From an optimization exercise on the open Yosys and OpenROAD flow, aimed at small area; shortcuts taken in it are not production practice. Function was checked by simulation only, so behaviour that the tests miss may differ from the original. Power is estimated from default activity; no workload was simulated.

**flow/run.sh**
```bash
#!/bin/bash
# synth_recipe.tcl (not shown) runs the flow's synth.tcl, then flattens the netlist and writes it again
# the make line also repeats each setting of config.mk as NAME=value (left out here)
make -C /OpenROAD-flow-scripts/flow DESIGN_CONFIG=/design/flow/config.mk WORK_HOME=/design/flow/orfs CLKGATE_MAP_FILE= SYNTH_SCRIPT=/design/flow/synth_recipe.tcl finish
```
**flow/config.mk**
```make
export PLATFORM = sky130hd
export DESIGN_NAME = sram_param
export DESIGN_NICKNAME = sram_param
export VERILOG_FILES = /design/flow/design.v
export SDC_FILE = /design/flow/constraint.sdc
export NUM_CORES = 4
export LEC_CHECK = 0
export CAP_MARGIN = 0
export CORE_MARGIN = 2
export CORE_UTILIZATION = 70
export CTS_BUF_LIST = sky130_fd_sc_hd__clkbuf_4
export CTS_CLUSTER_DIAMETER = 50
export CTS_CLUSTER_SIZE = 10
export PLACE_DENSITY = 0.8
export SLEW_MARGIN = 0
export SYNTH_HIERARCHICAL = 1
```
**flow/constraint.sdc**
```tcl
create_clock -name core_clock -period 8.0 [get_ports {Clk}]
set_input_delay 1.6000 -clock core_clock [delete_from_list [all_inputs] [get_ports {Clk}]]
set_output_delay 1.6000 -clock core_clock [all_outputs]
set_load 0.01 [all_outputs]
```
**flow/design.v**
```verilog
package sram_pkg;
   typedef enum logic {
      LIMPIAR,
      ACTIVO
   } estado_e;
   localparam int unsigned MODO_LEER_PRIMERO     = 0;
   localparam int unsigned MODO_ESCRIBIR_PRIMERO = 1;
   function automatic int unsigned ancho_indice(input int unsigned n);
      ancho_indice = (n > 1) ? $clog2(n) : 1;
   endfunction
endpackage
module sram_limpieza
#(
   parameter int unsigned PROFUNDIDAD = 256,
   parameter int unsigned AW          = 8
) (
   input  logic          clk,
   input  logic          rst,
   output logic          listo,
   output logic          fase
);
   logic [AW-1:0] cnt_q;
   logic          listo_q;
   always_ff @(posedge clk) begin
      if (rst) begin
         cnt_q   <= '0;
         listo_q <= 1'b0;
      end else begin
         cnt_q <= cnt_q + AW'(1);
         if (cnt_q == AW'(PROFUNDIDAD - 1)) listo_q <= 1'b1;
      end
   end
   assign listo = listo_q;
   assign fase  = cnt_q[0];
endmodule
module sram_celda (
   input  logic clk,
   input  logic sel,
   input  logic seln,
   input  logic d,
   output logic q
);
   always_ff @(posedge clk) begin
      q <= ~((sel | q) & (seln | d));
   end
endmodule
module sram_fila (
   input  logic a,
   input  logic an,
   input  logic b,
   input  logic bn,
   output logic sel,
   output logic seln
);
   assign sel  = ~(an | bn);
   assign seln = ~(a & b);
endmodule
module sram_par (
   input  logic seln0,
   input  logic q0,
   input  logic seln1,
   input  logic q1,
   output logic y
);
   assign y = ~((seln0 | q0) & (seln1 | q1));
endmodule
module sram_or16 (
   input  logic [15:0] a,
   output logic        y
);
   assign y = |a;
endmodule
module sram_nor2 (
   input  logic [1:0] a,
   output logic       y
);
   assign y = ~|a;
endmodule
module sram_nand4 (
   input  logic [3:0] a,
   output logic       y
);
   assign y = ~&a;
endmodule
module sram_or #(
   parameter int unsigned N = 128
) (
   input  logic [N-1:0] y,
   output logic         o
);
   if (N == 128) begin : g_arbol
      logic [7:0] o16;
      logic [3:0] n2;
      for (genvar i = 0; i < 8; i++) begin : g_o16
         sram_or16 u (.a (y[16*i +: 16]), .y (o16[i]));
      end
      for (genvar i = 0; i < 4; i++) begin : g_n2
         sram_nor2 u (.a (o16[2*i +: 2]), .y (n2[i]));
      end
      sram_nand4 u_o (.a (n2), .y (o));
   end else begin : g_plano
      assign o = |y;
   end
endmodule
module sram_param
#(
   parameter int unsigned               ANCHO_DATO  = 8,
   parameter int unsigned               ANCHO_DIR   = 8,
   parameter int unsigned               PROFUNDIDAD = 2 ** ANCHO_DIR,
   parameter int unsigned               MODO_RW     = 0,
   parameter logic [ANCHO_DATO-1:0]     VALOR_INI   = '0
) (
   input  logic                  Clk,
   input  logic                  Rst,
   input  logic [ANCHO_DIR-1:0]  Dir,
   input  logic [ANCHO_DATO-1:0] Dato_e,
   input  logic                  We,
   input  logic                  En,
   output logic [ANCHO_DATO-1:0] Dato_s,
   output logic                  Valido,
   output logic                  Listo,
   output logic                  Err
);
   localparam int unsigned AW = sram_pkg::ancho_indice(PROFUNDIDAD);
   localparam int unsigned DW = ANCHO_DATO;
   localparam int unsigned AL = (AW + 1) / 2;       
   localparam int unsigned AH = AW - AL;            
   localparam int unsigned NL = 2 ** AL;
   localparam int unsigned NH = 2 ** AH;
   localparam int unsigned NP = (PROFUNDIDAD + 1) / 2;
   logic                   listo;
   logic                   limpiando;
   logic                   en_rango;
   logic                   fase_q;
   logic [NL-1:0]          pa, pan;
   logic [NH-1:0]          pb, pbn;
   logic [PROFUNDIDAD-1:0] sel, seln;
   logic [DW-1:0]          mem_q [PROFUNDIDAD];
   logic [NP-1:0]          term [DW];
   logic [DW-1:0]          leido_n;
   logic [DW-1:0]          leido;
   logic                   escribe;
   logic [DW-1:0]          nuevo;
   logic [DW-1:0]          d_col;
   logic [DW-1:0]          dato_q;
   logic                   valido_q;
   logic                   err_q;
   sram_limpieza #(
      .PROFUNDIDAD (PROFUNDIDAD),
      .AW          (AW)
   ) u_limpieza (
      .clk   (Clk),
      .rst   (Rst),
      .listo (listo),
      .fase  (fase_q)
   );
   assign limpiando = ~listo;
   assign en_rango  = (32'(Dir) < PROFUNDIDAD);
   always_comb begin
      for (int j = 0; j < NL; j++) begin
         pa[j]  = limpiando | (Dir[AL-1:0] == AL'(j));
         pan[j] = ~pa[j];
      end
      for (int k = 0; k < NH; k++) begin
         if (AH == 0) pb[k] = 1'b1;
         else         pb[k] = limpiando | (en_rango && (Dir[AW-1:AL] == (AW-AL)'(k)));
         pbn[k] = ~pb[k];
      end
   end
   for (genvar w = 0; w < PROFUNDIDAD; w++) begin : g_pal
      sram_fila u_fila (
         .a    (pa[w % NL]),
         .an   (pan[w % NL]),
         .b    (pb[w / NL]),
         .bn   (pbn[w / NL]),
         .sel  (sel[w]),
         .seln (seln[w])
      );
      for (genvar b = 0; b < DW; b++) begin : g_bit
         sram_celda u_celda (
            .clk  (Clk),
            .sel  (sel[w]),
            .seln (seln[w]),
            .d    (d_col[b]),
            .q    (mem_q[w][b])
         );
      end
   end
   for (genvar b = 0; b < DW; b++) begin : g_lee
      for (genvar p = 0; p < NP; p++) begin : g_par
         if (2 * p + 1 < PROFUNDIDAD) begin : g_dos
            sram_par u_par (
               .seln0 (seln[2*p]),
               .q0    (mem_q[2*p][b]),
               .seln1 (seln[2*p+1]),
               .q1    (mem_q[2*p+1][b]),
               .y     (term[b][p])
            );
         end else begin : g_uno
            assign term[b][p] = ~(seln[2*p] | mem_q[2*p][b]);
         end
      end
      sram_or #(.N(NP)) u_or (
         .y (term[b]),
         .o (leido_n[b])
      );
   end
   assign leido = ~leido_n ^ {DW{fase_q}};
   assign escribe = limpiando | (En & We & en_rango);
   assign nuevo   = limpiando ? VALOR_INI : Dato_e;
   assign d_col   = escribe ? (nuevo ^ {DW{fase_q}}) : ~leido_n;
   always_ff @(posedge Clk) begin
      if (Rst) begin
         dato_q   <= '0;
         valido_q <= 1'b0;
         err_q    <= 1'b0;
      end else begin
         valido_q <= 1'b0;
         err_q    <= 1'b0;
         if (listo && En) begin
            if (en_rango) begin
               valido_q <= 1'b1;
               if (We && (MODO_RW == sram_pkg::MODO_ESCRIBIR_PRIMERO)) begin
                  dato_q <= Dato_e;
               end else begin
                  dato_q <= leido;
               end
            end else begin
               dato_q <= VALOR_INI;
               err_q  <= 1'b1;
            end
         end
      end
   end
   assign Dato_s = dato_q;
   assign Valido = valido_q;
   assign Listo  = listo;
   assign Err    = err_q;
endmodule
```
==> metrics.md, run 1 <==
| Metric | Value |
|---|---|
| Simple-gate share of the synthesized area | 6.62% |
| IO Port Bufs | 29 |
| Vias/cell | 7.58 |
| Worst R2R Path Depth | 13 |
| Final Net Count | 6589 |
| Hold path startpoint | g_pal[193].g_bit[1].u_celda.q$_DFF_P_ |
| Post-route setup slack | 1.69 ns |
| CTS Buf Count | 225 |
| R2R Path End | g_pal[94].g_bit[5].u_celda.q$_DFF_P_ |
| DP Wirelength | 133 mm |
| Largest net degree at the start of global routing | 136 |
| Latest clock arrival within the worst-skew pair | 1.25 ns |
| H-tree depth | 4 |
| CP arrival | 7.40 ns |
| Starting DRT DRC Count | 7163 |
| Core Region | 93200 µm² |
| Post-Synth Adder-Cell Area | 0.0190% |
| Final hold vios | 0 |
| HP Class | reg2reg |
| Post-detailed-route count of antenna-violating nets | 0 |
| Die X | 310 µm |
| Yosys Warn Count | 11 |
| Initial core utilization | 70.5% |
| Synth Area in Compound Gates | 30.0% |
| Post-synthesis cell area | 65700 µm² |
| Worst Setup End Kind | flop |
| Slew of the pin with the lowest slew margin | 1.24 ns |
| Largest family of logic cells by synthesized area | compound AO/OA/AOI/OAI gates |
| Power, Total | 17200 µW |
| Post-synthesis sequential area ratio | 62.9% |
| # rows | 112 |
| #FFs+latches synth | 2066 |
| CTS root buffer | clkbuf_4 |
| CP startpoint kind | input pin |
| CP Data Required Time | 9.08 ns |
| Leading cell type in the layout, fill and taps excluded | o22ai_1 |
| Post-synthesis mux area share | 0% |
| Period utilization | 78.9% |
| Setup TNS | 0 ns |
| Die area | 96400 µm² |
| GRT Total Usage | 42.0% |
| Clock Skews | 0.0661 ns |
| Outcome | timing/DRC/antenna clean |
| Final core utilization | 75.9% |
| GRT Residual Overflow | 0 |
| Total clock sinks | 2066 |
| Crit-path max FO | 37 |
| Minimum clock period | 6.31 ns |
| Setup violators final | 0 |
| CTS Hold Bufs | 0 |
| Slew HR | 17.0% |
| PD cells | 243 nW/µm² |
| DR WL/cell | 26.8 µm |
| Vias | 59500 |
| Setup slack at placement | 0.816 ns |
| Syn Nets | 6213 |
| Layout cell share with drive strength beyond 1 | 6.08% |
| Reg-to-reg slack, setup | 1.78 ns |
| Vias in the first global route | 53100 |
| Routed wire length | 210 mm |
| Ports | 31 |
| CTS tree | yes |
| GPL Wtd Cong | 0.970 |
| Max-slew violation count | 0 |
| DRC errors left | 0 |
| Leak pwr | 0.0261 µW |
| Hold endpoint | g_pal[193].g_bit[1].u_celda.q$_DFF_P_ |
| PostCTS Resize Cnt | 0 |
| Clk slew on worst S/H paths | 0.11 ns |
| Peak supply drop | 0.223 mV |
| Max Root-Sink Buffers | 3 |
| RR Startpoint | u_limpieza.listo_q$_SDFFE_PP0N_ |
| Worst setup path category | in2reg |
| Max_cap viols | 0 |
| Initial antenna violation count | 6 |
| Max Fclk | 0.158 GHz |
| Cell variety after synth | 31 |
| Fillers | 6695 |
| Min-Delay Path Depth | 1 |
| Xor and xnor area share after synthesis | 0.147% |
| Mean post-synth cell area | 10.6 µm² |
| Most frequent cells in the layout | 3072 x o22ai_1, 2065 x dfxtp_1, 294 x nor2_1 |
| 1st-pass router iterations | 6 |
| Die Span Y | 310 µm |
| P&R area growth vs syn | 7.65% |
| First-pass GRT wire length | 313 mm |
| Post-CTS Setup Bufs | 0 |
| RSZ-0062 raised after global routing | no |
| Cells after Synth | 6192 |
## per-stage QoR
stage	std cells	hold slack (ns)	instance area, µm²
4_1_cts	7837	0.461	70700
2_1_floorplan	6192	0.435	65800
5_1_grt	7843	0.470	70700
3_3_place_gp	7595	0.437	68900
6_report	7850	0.459	70800
3_5_place_dp	7595	0.446	68900
## worst max-delay path, cell delays in order
cell,delay (ns)
clkdlybuf4s50_1,0.59
nand2b_1,0.26
o21a_2,0.18
inv_1,0.53
buf_4,0.48
nand2_1,0.44
o22ai_1,0.15
nor4_1,0.58
nand4_1,0.40
nor2_1,0.47
nand4_1,0.23
a22o_1,0.27
a22oi_2,0.46
buf_4,0.53
o22ai_1,0.18
## Yosys cell counts
| cell type | count | area (µm²) |
|---|---|---|
| o21a_1 | 32 | 240 |
| buf_1 | 3 | 11.3 |
| ha_1 | 1 | 12.5 |
| xnor2_1 | 9 | 78.8 |
| dfxtp_1 | 2066 | 41400 |
| nand2_1 | 279 | 1050 |
| nand2b_1 | 8 | 50.1 |
| nand2_2 | 1 | 6.26 |
| o22ai_1 | 3072 | 19200 |
| nor4_1 | 256 | 1600 |
| conb_1 | 1 | 3.75 |
| nand4_1 | 73 | 457 |
| o21ba_2 | 1 | 10.0 |
| nor2_1 | 294 | 1100 |
| and3_1 | 1 | 6.26 |
| a22o_1 | 8 | 70.1 |
| buf_4 | 1 | 7.51 |
| and2_1 | 1 | 6.26 |
| or3_1 | 3 | 18.8 |
| buf_6 | 2 | 22.5 |
| a21oi_1 | 11 | 55.1 |
| xor2_1 | 2 | 17.5 |
| a22oi_1 | 8 | 60.1 |
| nand3_2 | 1 | 10.0 |
| nor2b_1 | 1 | 6.26 |
| inv_1 | 33 | 124 |
| o21ai_0 | 11 | 55.1 |
| or2_2 | 4 | 25.0 |
| nand3_1 | 3 | 15.0 |
| clkbuf_1 | 3 | 11.3 |
| buf_2 | 3 | 15.0 |
## Yosys stat by module (local to each module, per instance), excerpt
module / cells inside / flip-flops and latches
sram_param: 163 / 9
sram_or16: 5 / 0
sram_celda: 2 / 1
sram_fila: 2 / 0
sram_nand4: 1 / 0
sram_par: 1 / 0
sram_nor2: 1 / 0
## area by class of cell
type | instances | area [µm²] | area share (%)
antenna | 13 | 32.5 | 0.0460
clock buffer | 234 | 1760 | 2.48
clock inverter | 8 | 61.3 | 0.0867
inverter | 33 | 124 | 0.175
multi-input combinational | 4081 | 24200 | 34.2
sequential | 2066 | 41400 | 58.5
tap | 1254 | 1570 | 2.22
timing repair buffer | 161 | 1620 | 2.29
## where the power goes
part / internal (µW) / leakage, µW / switching (µW)
combinational: 552 / 0.00766 / 703
sequential: 11000 / 0.0174 / 383
clock: 1370 / 0.00111 / 3140
total: 12900 / 0.0261 / 4220
## per-layer routing
layer  vias to the layer above  routed length (µm)  GRT usage (%)
met4                         2               13700           24.2
li1                      26700                   -              -
met1                     28700               81900           56.7
met5                         -                  15              0
met2                      3378               90200           62.1
met3                       757               24300           9.58
## sequential cells by signal, summed over array words and instances (netlist names)
signal                 count
u_limpieza.listo_q         1
valido_q                   1
dato_q                     8
u_limpieza.cnt_q           8
g_pal.g_bit.u_celda.q   2048
## worst max path at each step
stage,start,to,slack (ns),cells after the start
2_1_floorplan,Dir[6],g_pal[0].g_bit[0].u_celda.q$_DFF_P_,-1.63,12
3_3_place_gp,Dir[5],g_pal[209].g_bit[0].u_celda.q$_DFF_P_,0.88,15
3_5_place_dp,Dir[1],g_pal[93].g_bit[5].u_celda.q$_DFF_P_,0.82,15
4_1_cts,Dir[1],g_pal[94].g_bit[5].u_celda.q$_DFF_P_,2.09,15
5_1_grt,Dir[2],g_pal[62].g_bit[2].u_celda.q$_DFF_P_,1.78,15
6_report,Dir[2],g_pal[94].g_bit[5].u_celda.q$_DFF_P_,1.69,15
## kinds of logic after synthesis
| family | Yosys count |
|---|---|
| AO/OA/AOI/OAI | 3143 |
| XOR/XNOR | 11 |
| adder cells (fa/ha/maj) | 1 |
| buffers and inverters | 45 |
| flip-flops | 2066 |
| other | 1 |
| AND/OR/NAND/NOR | 925 |
==> run 2, diff against run 1 <==
==> flow/config.mk (replaced) <==
export PLATFORM = sky130hd
export DESIGN_NAME = sram_param
export DESIGN_NICKNAME = sram_param
export VERILOG_FILES = /design/flow/design.v
export SDC_FILE = /design/flow/constraint.sdc
export NUM_CORES = 4
export LEC_CHECK = 0
export CAP_MARGIN = 5
export CORE_MARGIN = 2
export CORE_UTILIZATION = 70
export CTS_BUF_LIST = sky130_fd_sc_hd__clkbuf_4
export CTS_CLUSTER_DIAMETER = 45
export CTS_CLUSTER_SIZE = 10
export PLACE_DENSITY = 0.8
export SLEW_MARGIN = 5
export SYNTH_HIERARCHICAL = 1
==> run 2 against run 1 <==
Net effect:
- die area unchanged
- first-iteration DRC count up 0.20%
- via count up 0.51%
- critical path depth unchanged
- clock-buffer cell count is 6 higher
==> metrics.md, run 2 <==
| Metric | Value |
|---|---|
| CTS Buf Count | 227 (+0.89%) |
| RR Startpoint | u_limpieza.listo_q$_SDFFE_PP0N_ |
| Asr flop ratio synth | 0% (unchanged) |
| #FFs+latches synth | 2066 (unchanged) |
| # rows | 112 (unchanged) |
| Syn Nets | 6213 (unchanged) |
| Core Region | 93200 µm² (unchanged) |
| Slew HR | 10.3% (-6.7 points) |
| Routed wire length | 210 mm (+0.14%) |
| CP Cell Sequence | clkdlybuf4s50_1 > nand2b_1 > o21a_2 > inv_1 > buf_4 > nand2_1 > o22ai_1 > nor4_1 > nand4_1 > nor2_1 > nand4_1 > a22o_1 > a22oi_2 > buf_12 > o22ai_1 |
| Synth Flop Type | dfxtp_1 |
| Largest net degree at the start of global routing | 136 (unchanged) |
| Setup TNS | 0 ns (unchanged) |
| Post-detailed-route count of antenna-violating nets | 0 (unchanged) |
| Vias/cell | 7.61 (+0.31%) |
| Placed cell count | 7595 (unchanged) |
| Starting DRT DRC Count | 7177 (+0.20%) |
| Die area | 96400 µm² (unchanged) |
| IO Port Bufs | 29 (unchanged) |
| CTS root buffer | clkbuf_4 |
| CP max stage cell | clkdlybuf4s50_1 |
| Initial core utilization | 70.5% (unchanged) |
| HP Class | reg2reg |
| Max Root-Sink Buffers | 3 (unchanged) |
| Clk slew on worst S/H paths | 0.10 ns (about the same) |
| Worst Setup End Kind | flop |
| Ports | 31 (unchanged) |
| DP Wirelength | 133 mm (unchanged) |
| Post-synthesis cell area | 65700 µm² (unchanged) |
| First-pass GRT wire length | 313 mm (+0.14%) |
| Vias | 59800 (+0.51%) |
| CTS Hold Bufs | 0 (unchanged) |
| Layout cell share with drive strength beyond 1 | 6.23% (+0.15 points) |
| Hold path startpoint | g_pal[43].g_bit[6].u_celda.q$_DFF_P_ |
| Most flops, register | g_pal.g_bit.u_celda.q |
| Largest stage delay on the critical path | 0.59 ns (about the same) |
| RSZ-0062 raised after global routing | no |
| CP arrival | 7.58 ns (+0.18 ns) |
| Cell variety after synth | 31 (unchanged) |
| Max_cap viols | 0 (unchanged) |
| Yosys Warn Count | 11 (unchanged) |
| Initial antenna violation count | 6 (unchanged) |
| DRC errors left | 0 (unchanged) |
| Largest register FFs | 2048 (unchanged) |
| Period utilization | 81.8% (+2.8 points) |
| Mean post-synth cell area | 10.6 µm² (unchanged) |
| Vias in the first global route | 53300 (+0.39%) |
| Clock Skews | 0.0626 ns (-0.00357 ns) |
| Leak pwr | 0.0262 µW (+0.36%) |
| Cells after Synth | 6192 (unchanged) |
| Crit-path max FO | 135 (+260%) |
| Post-synthesis sequential area ratio | 62.9% (unchanged) |
| Post-CTS Setup Bufs | 0 (unchanged) |
| Synth top area share | 62.9% (unchanged) |
| Max-slew violation count | 0 (unchanged) |
| CP Data Required Time | 9.03 ns (-0.05 ns) |
| 1st-pass router iterations | 6 (unchanged) |
| Final Net Count | 6591 (+0.030%) |
| Outcome | timing/DRC/antenna clean |
| Final non-filler cell total | 7866 (+0.20%) |
| Latest clock arrival within the worst-skew pair | 1.25 ns (about the same) |
| Final hold vios | 0 (unchanged) |
| P&R area growth vs syn | 7.94% |
| Leading area contributor after synthesis | dfxtp_1 |
| Total clock sinks | 2066 (unchanged) |
| PD cells | 245 nW/µm² (+0.92%) |
| Slew of the pin with the lowest slew margin | 1.34 ns (+0.101 ns) |
| Die Span Y | 310 µm (unchanged) |
| Peak supply drop | 0.193 mV (-13%) |
| H-tree depth | 4 (unchanged) |
| Post-synth EDFFs | 0 (unchanged) |
| Minimum clock period | 6.54 ns (+0.227 ns) |
| PostCTS Resize Cnt | 0 (unchanged) |
| GRT Total Usage | 42.1% (+0.065 points) |
| Most frequent cells in the layout | 3072 x o22ai_1, 2065 x dfxtp_1, 294 x nor2_1 |
| Top flop regs | g_pal.g_bit.u_celda.q x2048, dato_q x8, u_limpieza.cnt_q x8 |
| DR WL/cell | 26.7 µm (about the same) |
| GPL Wtd Cong | 0.970 (unchanged) |
| GRT Residual Overflow | 0 (unchanged) |
| Commonest cells in the synthesized netlist | 3072 x o22ai_1, 2066 x dfxtp_1, 294 x nor2_1, 279 x nand2_1, 256 x nor4_1 |
| Leading cell type in the layout, fill and taps excluded | o22ai_1 |
| CTS tree | yes |
| Count leader, synth | o22ai_1 |
| Critical Path Source | Dir[2] |
| CP startpoint kind | input pin |
| Die X | 310 µm (unchanged) |
| Area contributors post-synth | dfxtp_1 63%, o22ai_1 29%, nor4_1 2.4% |
| Max Fclk | 0.153 GHz (-3.5%) |
| Worst setup path category | in2reg |
| Fillers | 6669 (-0.39%) |
| Setup violators final | 0 (unchanged) |
==> run 2: layer usage <==
metal / GRT usage [%] / vias to the layer above / part of all wire [%]
li1: - / 26800 / -
met1: 56.7 / 28700 / 38
met2: 62.5 / 3569 / 43
met3: 9.14 / 757 / 12
met4: 24.7 / 2 / 6.3
met5: 0 / - / 0.010
==> run 2: cells by family after synthesis <==
logic type / Yosys count / synth area share [%]
AO/OA/AOI/OAI: 3143 / 30.0
flip-flops: 2066 / 62.9
AND/OR/NAND/NOR: 925 / 6.62
buffers and inverters: 45 / 0.291
XOR/XNOR: 11 / 0.147
adder cells (fa/ha/maj): 1 / 0.0190
other: 1 / 0.00571
==> run 2: worst paths after layout <==
| kind | end | slack [ns] | cells past startpoint |
|---|---|---|---|
| worst max-delay path | g_pal[92].g_bit[2].u_celda.q$_DFF_P_ | 1.46 | 15 |
| worst min register to register | g_pal[43].g_bit[6].u_celda.q$_DFF_P_ | 0.46 | 1 |
| worst max register to register | g_pal[92].g_bit[2].u_celda.q$_DFF_P_ | 1.58 | 13 |
| worst min-delay path | g_pal[43].g_bit[6].u_celda.q$_DFF_P_ | 0.46 | 1 |
==> run 2: cell type report <==
class	instances	area, µm²	area share, %
Sequential cell	2066	41400	58.3
Timing Repair Buffer	161	1620	2.28
Clock buffer	240	1800	2.54
Tap cell	1254	1570	2.21
Clock inverter	16	205	0.289
Antenna cell	15	37.5	0.0529
Multi-Input combinational cell	4081	24200	34.2
Inverter	33	124	0.175
==> run 2: Yosys stat by module (local to each module, per instance), excerpt <==
module / copies in the design / cells
sram_param: 1 / 163
sram_celda: 2048 / 2
sram_nor2: 32 / 1
sram_fila: 256 / 2
sram_nand4: 8 / 1
sram_par: 1024 / 1
sram_or16: 64 / 5
==> run 2: critical path: cells and delay by family <==
family / cells / cell delay (ns)
compound gates: 5 / 1.11
buf+inv: 4 / 2.19
simple gates: 6 / 2.46
==> run 2: where the power goes <==
group	leakage (µW)	switching [µW]	internal, µW
clock	0.00121	3170	1540
combinational	0.00766	704	552
sequential	0.0174	382	11000
==> run 2: stage by stage <==
| step | power (µW) | hold slack (ns) | instance area, µm² | utilization, % | setup slack [ns] |
|---|---|---|---|---|---|
| global placement | 12800 | 0.437 | 68900 | 73.9 | 0.879 |
| global route | 17900 | 0.470 | 70900 | 76.1 | 1.70 |
| CTS | 17300 | 0.461 | 70900 | 76.1 | 2.07 |
| floorplan | 12600 | 0.435 | 65800 | - | -1.63 |
| detailed placement | 12800 | 0.446 | 68900 | 73.9 | 0.816 |
| finish | 17400 | 0.460 | 70900 | 76.1 | 1.46 |
==> run 3, diff against run 2 <==
--- a/flow/design.v
+++ b/flow/design.v
@@ -45,15 +45,19 @@
    end
 endmodule
 module sram_fila (
-   input  logic a,
    input  logic an,
-   input  logic b,
    input  logic bn,
    output logic sel,
    output logic seln
 );
-   assign sel  = ~(an | bn);
-   assign seln = ~(a & b);
+   assign sel = ~(an | bn);
+   sram_inv u_inv (.a (sel), .y (seln));
+endmodule
+module sram_inv (
+   input  logic a,
+   output logic y
+);
+   assign y = ~a;
 endmodule
 module sram_par (
    input  logic seln0,
@@ -132,8 +136,8 @@
    logic                   limpiando;
    logic                   en_rango;
    logic                   fase_q;
-   logic [NL-1:0]          pa, pan;
-   logic [NH-1:0]          pb, pbn;
+   logic [NL-1:0]          pan;
+   logic [NH-1:0]          pbn;
    logic [PROFUNDIDAD-1:0] sel, seln;
    logic [DW-1:0]          mem_q [PROFUNDIDAD];
    logic [NP-1:0]          term [DW];
@@ -158,20 +162,16 @@
    assign en_rango  = (32'(Dir) < PROFUNDIDAD);
    always_comb begin
       for (int j = 0; j < NL; j++) begin
-         pa[j]  = limpiando | (Dir[AL-1:0] == AL'(j));
-         pan[j] = ~pa[j];
+         pan[j] = ~(limpiando | (Dir[AL-1:0] == AL'(j)));
       end
       for (int k = 0; k < NH; k++) begin
-         if (AH == 0) pb[k] = 1'b1;
-         else         pb[k] = limpiando | (en_rango && (Dir[AW-1:AL] == (AW-AL)'(k)));
-         pbn[k] = ~pb[k];
+         if (AH == 0) pbn[k] = 1'b0;
+         else         pbn[k] = ~(limpiando | (en_rango && (Dir[AW-1:AL] == (AW-AL)'(k))));
       end
    end
    for (genvar w = 0; w < PROFUNDIDAD; w++) begin : g_pal
       sram_fila u_fila (
-         .a    (pa[w % NL]),
          .an   (pan[w % NL]),
-         .b    (pb[w / NL]),
          .bn   (pbn[w / NL]),
          .sel  (sel[w]),
          .seln (seln[w])
--- a/flow/config.mk
+++ b/flow/config.mk
@@ -9,7 +9,7 @@
 export CORE_MARGIN = 2
 export CORE_UTILIZATION = 70
 export CTS_BUF_LIST = sky130_fd_sc_hd__clkbuf_4
-export CTS_CLUSTER_DIAMETER = 45
+export CTS_CLUSTER_DIAMETER = 50
 export CTS_CLUSTER_SIZE = 10
 export PLACE_DENSITY = 0.8
 export SLEW_MARGIN = 5
==> run 3 against run 2 <==
Net effect:
- design area grew 1.3%
- routed wire length shrank 8.3%
- critical path type unchanged
- critical path depth shrank 1
- still clean
- clock-buffer cell count shrank 13
- fmax shrank 8.3%
==> metrics.md, run 3 <==
| Metric | Value |
|---|---|
| RR Startpoint | u_limpieza.listo_q$_SDFFE_PP0N_ |
| Max_cap viols | 0 (unchanged) |
| Largest register FFs | 2048 (unchanged) |
| CTS Buf Count | 225 (-0.88%) |
| Initial core utilization | 70.5% (about the same) |
| Worst R2R Path Depth | 13 (unchanged) |
| Switch Pwr | 4250 µW (-0.23%) |
| Reg-to-reg slack, setup | 1.63 ns (+0.05 ns) |
| Starting DRT DRC Count | 6573 (-8.4%) |
| Layout cell share with drive strength beyond 1 | 7.82% (+1.6 points) |
| Sw Ratio | 24.6% (+0.10 points) |
| CTS tree | yes |
| Die Span Y | 310 µm (-0.12%) |
| Period utilization | 89.2% (+7.4 points) |
| Setup slack at placement | -0.0381 ns (-0.854 ns) |
| Largest net degree at the start of global routing | 92 (-32%) |
| Leak pwr | 0.0273 µW (+4.2%) |
| Area contributors post-synth | dfxtp_1 63%, o22ai_1 29%, nor4_1 2.4% |
| CP max stage cell | a31oi_4 |
| Minimum clock period | 7.13 ns (+0.592 ns) |
| Post-detailed-route count of antenna-violating nets | 0 (unchanged) |
| Vias in the first global route | 51700 (-3.0%) |
| DRC errors left | 0 (unchanged) |
| Synth top area share | 63.1% (+0.15 points) |
| Post-route setup slack | 0.866 ns (-0.592 ns) |
| Design Area, Final | 71900 µm² (+1.3%) |
| Commonest cells in the synthesized netlist | 3072 x o22ai_1, 2066 x dfxtp_1, 298 x nor2_1, 257 x inv_1, 256 x nor4_1 |
| CP startpoint kind | input pin |
| Synth Flop Type | dfxtp_1 |
| Reg power frac | 66.0% (+0.4 points) |
| #FFs+latches synth | 2066 (unchanged) |
| Fin Hold WS | 0.458 ns (-0.00152 ns) |
| Mean post-synth cell area | 10.6 µm² (+0.33%) |
| PostCTS Resize Cnt | 0 (unchanged) |
| Final Net Count | 6658 (+1.0%) |
| Setup violators final | 0 (unchanged) |
| Combinational Power Share | 7.6% (+0.4 points) |
| Crit-path max FO | 54 (-60%) |
| GRT Total Usage | 38.7% (-3.3 points) |
| P&R area growth vs syn | 9.63% |
| Vias | 58100 (-3.0%) |
| Most frequent cells in the layout | 3072 x o22ai_1, 2066 x dfxtp_1, 298 x nor2_1 |
| Slew of the pin with the lowest slew margin | 1.29 ns (-0.0508 ns) |
| Core Region | 93000 µm² (-0.15%) |
| Max Fclk | 0.140 GHz (-8.3%) |
| Peak supply drop | 0.186 mV (-3.5%) |
| RSZ-0062 raised after global routing | no |
| Die X | 310 µm (-0.12%) |
| Slew HR | 13.7% (+3.5 points) |
| HP Class | reg2reg |
| H-tree depth | 4 (unchanged) |
| Cells after Synth | 6157 (-0.57%) |
| Ports | 31 (unchanged) |
| Clock power frac | 26.4% (-0.7 points) |
| Post-synthesis sequential area ratio | 63.1% (+0.15 points) |
| GPL Wtd Cong | 0.911 (-6.1%) |
| Total clock sinks | 2066 (unchanged) |
| # rows | 112 (unchanged) |
| IO Port Bufs | 29 (unchanged) |
| DR WL/cell | 24.4 µm (-8.9%) |
| Max-slew violation count | 0 (unchanged) |
| Final hold vios | 0 (unchanged) |
| Top flop regs | g_pal.g_bit.u_celda.q x2048, dato_q x8, u_limpieza.cnt_q x8 |
| Final core utilization | 77.3% (+1.1 points) |
| Asr flop ratio synth | 0% (unchanged) |
| Most flops, register | g_pal.g_bit.u_celda.q |
| CTS root buffer | clkbuf_4 |
| Vias/cell | 7.34 (-3.6%) |
| Post-CTS Setup Bufs | 0 (unchanged) |
| CP Data Required Time | 9.09 ns (+0.06 ns) |
| CP Cell Sequence | clkdlybuf4s50_1 > nor2b_1 > a31oi_4 > nor2_1 > inv_1 > o22ai_1 > nor4_1 > nand4_1 > nor2_1 > nand4_1 > a22oi_1 > o22a_4 > buf_12 > o22ai_1 |
| Max Root-Sink Buffers | 3 (unchanged) |
| Yosys Warn Count | 11 (unchanged) |
| Initial antenna violation count | 4 (-2) |
| Internal power | 13000 µW (-0.77%) |
| Die area | 96100 µm² (-0.24%) |
| CTS Hold Bufs | 0 (unchanged) |
| CP endpoint | g_pal[79].g_bit[0].u_celda.q$_DFF_P_ |
| Placed inst area | 70000 µm² (+1.6%) |
| R2R Path End | g_pal[79].g_bit[0].u_celda.q$_DFF_P_ |
| Worst Setup End Kind | flop |
| Outcome | timing/DRC/antenna clean |
| CP arrival | 8.22 ns (+0.64 ns) |
| DP Wirelength | 127 mm (-4.4%) |
| Post-synthesis cell area | 65600 µm² (-0.24%) |
| PD cells | 240 nW/µm² (-1.9%) |
| 1st-pass router iterations | 8 (+2) |
| Latest clock arrival within the worst-skew pair | 1.26 ns (about the same) |
| Routed wire length | 193 mm (-8.3%) |
| Clk slew on worst S/H paths | 0.10 ns (about the same) |
| Largest stage delay on the critical path | 1.09 ns (+0.50 ns) |
| Leading cell type in the layout, fill and taps excluded | o22ai_1 |
| GRT Residual Overflow | 0 (unchanged) |
| Syn Nets | 6178 (-0.56%) |
| Critical Path Source | Dir[3] |
| Cell variety after synth | 32 (+3.2%) |
| First-pass GRT wire length | 294 mm (-6.3%) |
| Worst setup path category | in2reg |
| Post-synth EDFFs | 0 (unchanged) |
| Power, Total | 17300 µW (-0.64%) |
| Count leader, synth | o22ai_1 |
| Leading area contributor after synthesis | dfxtp_1 |
| Clock Skews | 0.0794 ns (+0.0169 ns) |
run 3: cell count changes in the layout (fill, tap and decap cells not counted), moves of 8 or more:
cell	change
buf_4	+88
nand2b_1	-8
clkbuf_4	-13
o21a_1	-13
o22a_4	+8
buf_12	+17
a21oi_4	+9
a22o_1	-8
nor2b_1	+8
o21a_2	-11
inv_1	+223
o21ai_0	-8
nand2_1	-260
run 3: worst min-delay path by stage:
| stage | startpoint | end | depth (start not counted) | slack, ns |
|---|---|---|---|---|
| after floorplan | g_pal[0].g_bit[0].u_celda.q$_DFF_P_ | g_pal[0].g_bit[0].u_celda.q$_DFF_P_ | 1 | 0.43 |
| after global placement | g_pal[222].g_bit[1].u_celda.q$_DFF_P_ | g_pal[222].g_bit[1].u_celda.q$_DFF_P_ | 1 | 0.44 |
| after detailed placement | dato_q[5]$_SDFFE_PP0P_ | dato_q[5]$_SDFFE_PP0P_ | 2 | 0.45 |
| after CTS | g_pal[160].g_bit[0].u_celda.q$_DFF_P_ | g_pal[160].g_bit[0].u_celda.q$_DFF_P_ | 1 | 0.46 |
| after global routing | g_pal[224].g_bit[2].u_celda.q$_DFF_P_ | g_pal[224].g_bit[2].u_celda.q$_DFF_P_ | 1 | 0.47 |
| final | g_pal[47].g_bit[5].u_celda.q$_DFF_P_ | g_pal[47].g_bit[5].u_celda.q$_DFF_P_ | 1 | 0.46 |
run 3: power by group through the flow:
stage          clock network, µW  logic [µW]  registers [µW]
2_1_floorplan                  0         926           11500
3_3_place_gp                   0        1220           11600
3_5_place_dp                   0        1270           11600
4_1_cts                     4560        1270           11400
5_1_grt                     4980        1390           11500
6_report                    4550        1310           11400
run 3: per-module statistics from Yosys, one instance, submodules excluded, a selection:
module | times used | cells inside
sram_param | 1 | 128
sram_or16 | 64 | 5
sram_celda | 2048 | 2
sram_nand4 | 8 | 1
sram_par | 1024 | 1
sram_fila | 256 | 1
sram_inv | 256 | 1
sram_nor2 | 32 | 1
run 3: cell families (layout without fill, tap and decap cells):
family,count (synthesis),after routing,share of synthesized area [%]
adders and majority gates,1,1,0.0191
DFF,2066,2066,63.1
buffers and inverters,270,766,1.60
and+or+nand+nor,665,665,5.14
other,1,9,0.00572
AOI/OAI and AO/OA,3143,3143,30.0
xor gates and xnor gates,11,11,0.147
run 3: cell type report:
class / instances / area [µm²]
diodes: 8 / 20.0
well taps: 1254 / 1570
multi-input cells: 3821 / 23500
inverters: 257 / 965
flip-flops and latches: 2066 / 41400
repair buffers: 266 / 2620
clock inverters: 16 / 150
clock buffers: 227 / 1700
fillers: 6522 / 21200
run 3: worst max-delay path: cells and delay by family:
family	cells	cell delay (ns)
AO/OA/AOI/OAI	5	2.11
buffers and inverters	3	1.63
AND/OR/NAND/NOR	6	2.77
run 3: layer usage:
| metal | GRT usage (%) | vias up | part of all wire, % |
|---|---|---|---|
| li1 | - | 26600 | - |
| met1 | 55.1 | 28000 | 42 |
| met2 | 57.9 | 2904 | 44 |
| met3 | 7.51 | 489 | 10 |
| met4 | 16.2 | 0 | 4.2 |
| met5 | 0 | - | 0 |
run 3: per-stage QoR:
step,std cells,setup TNS [ns]
after floorplan,6157,-225.85
after global routing,7914,0
after global placement,7664,0
after CTS,7907,0
final,7915,0
after detailed placement,7664,-0.740

re-timing with driven ports:
How much do the figures lean on ideal ports? The routed layouts below were timed once more, with nothing changed but the port constraints. Step 1: set_driving_cell puts a clkbuf_16 on Clk and a buf_2 on each other input, an assumption about the parent block. Step 2 times the ports against the registers' clock, not the clock port: input delays grow and output delays shrink by t, the midpoint of the rising clock arrivals with the driver on. a / b / c = ideal / step 1 / step 2; a / b = the first two.
run | shift t [ns] | slack for setup (ns) | clock arrival spread, ns | pins driven straight from the clock port
run 1 | 1.289 | 1.685 / 1.725 / 0.436 | 0.066 / 0.066 | 1
run 2 | 1.294 | 1.459 / 1.503 / 0.209 | 0.062 / 0.062 | 1
run 3 | 1.287 | 0.866 / 0.885 / -0.402 | 0.080 / 0.080 | 1
With both steps, setup timing fails in run 3, where it was met with ideal ports. The setup slack of run 3, which loses most, moves by +0.019 ns with the drivers and by -1.268 ns with both steps.
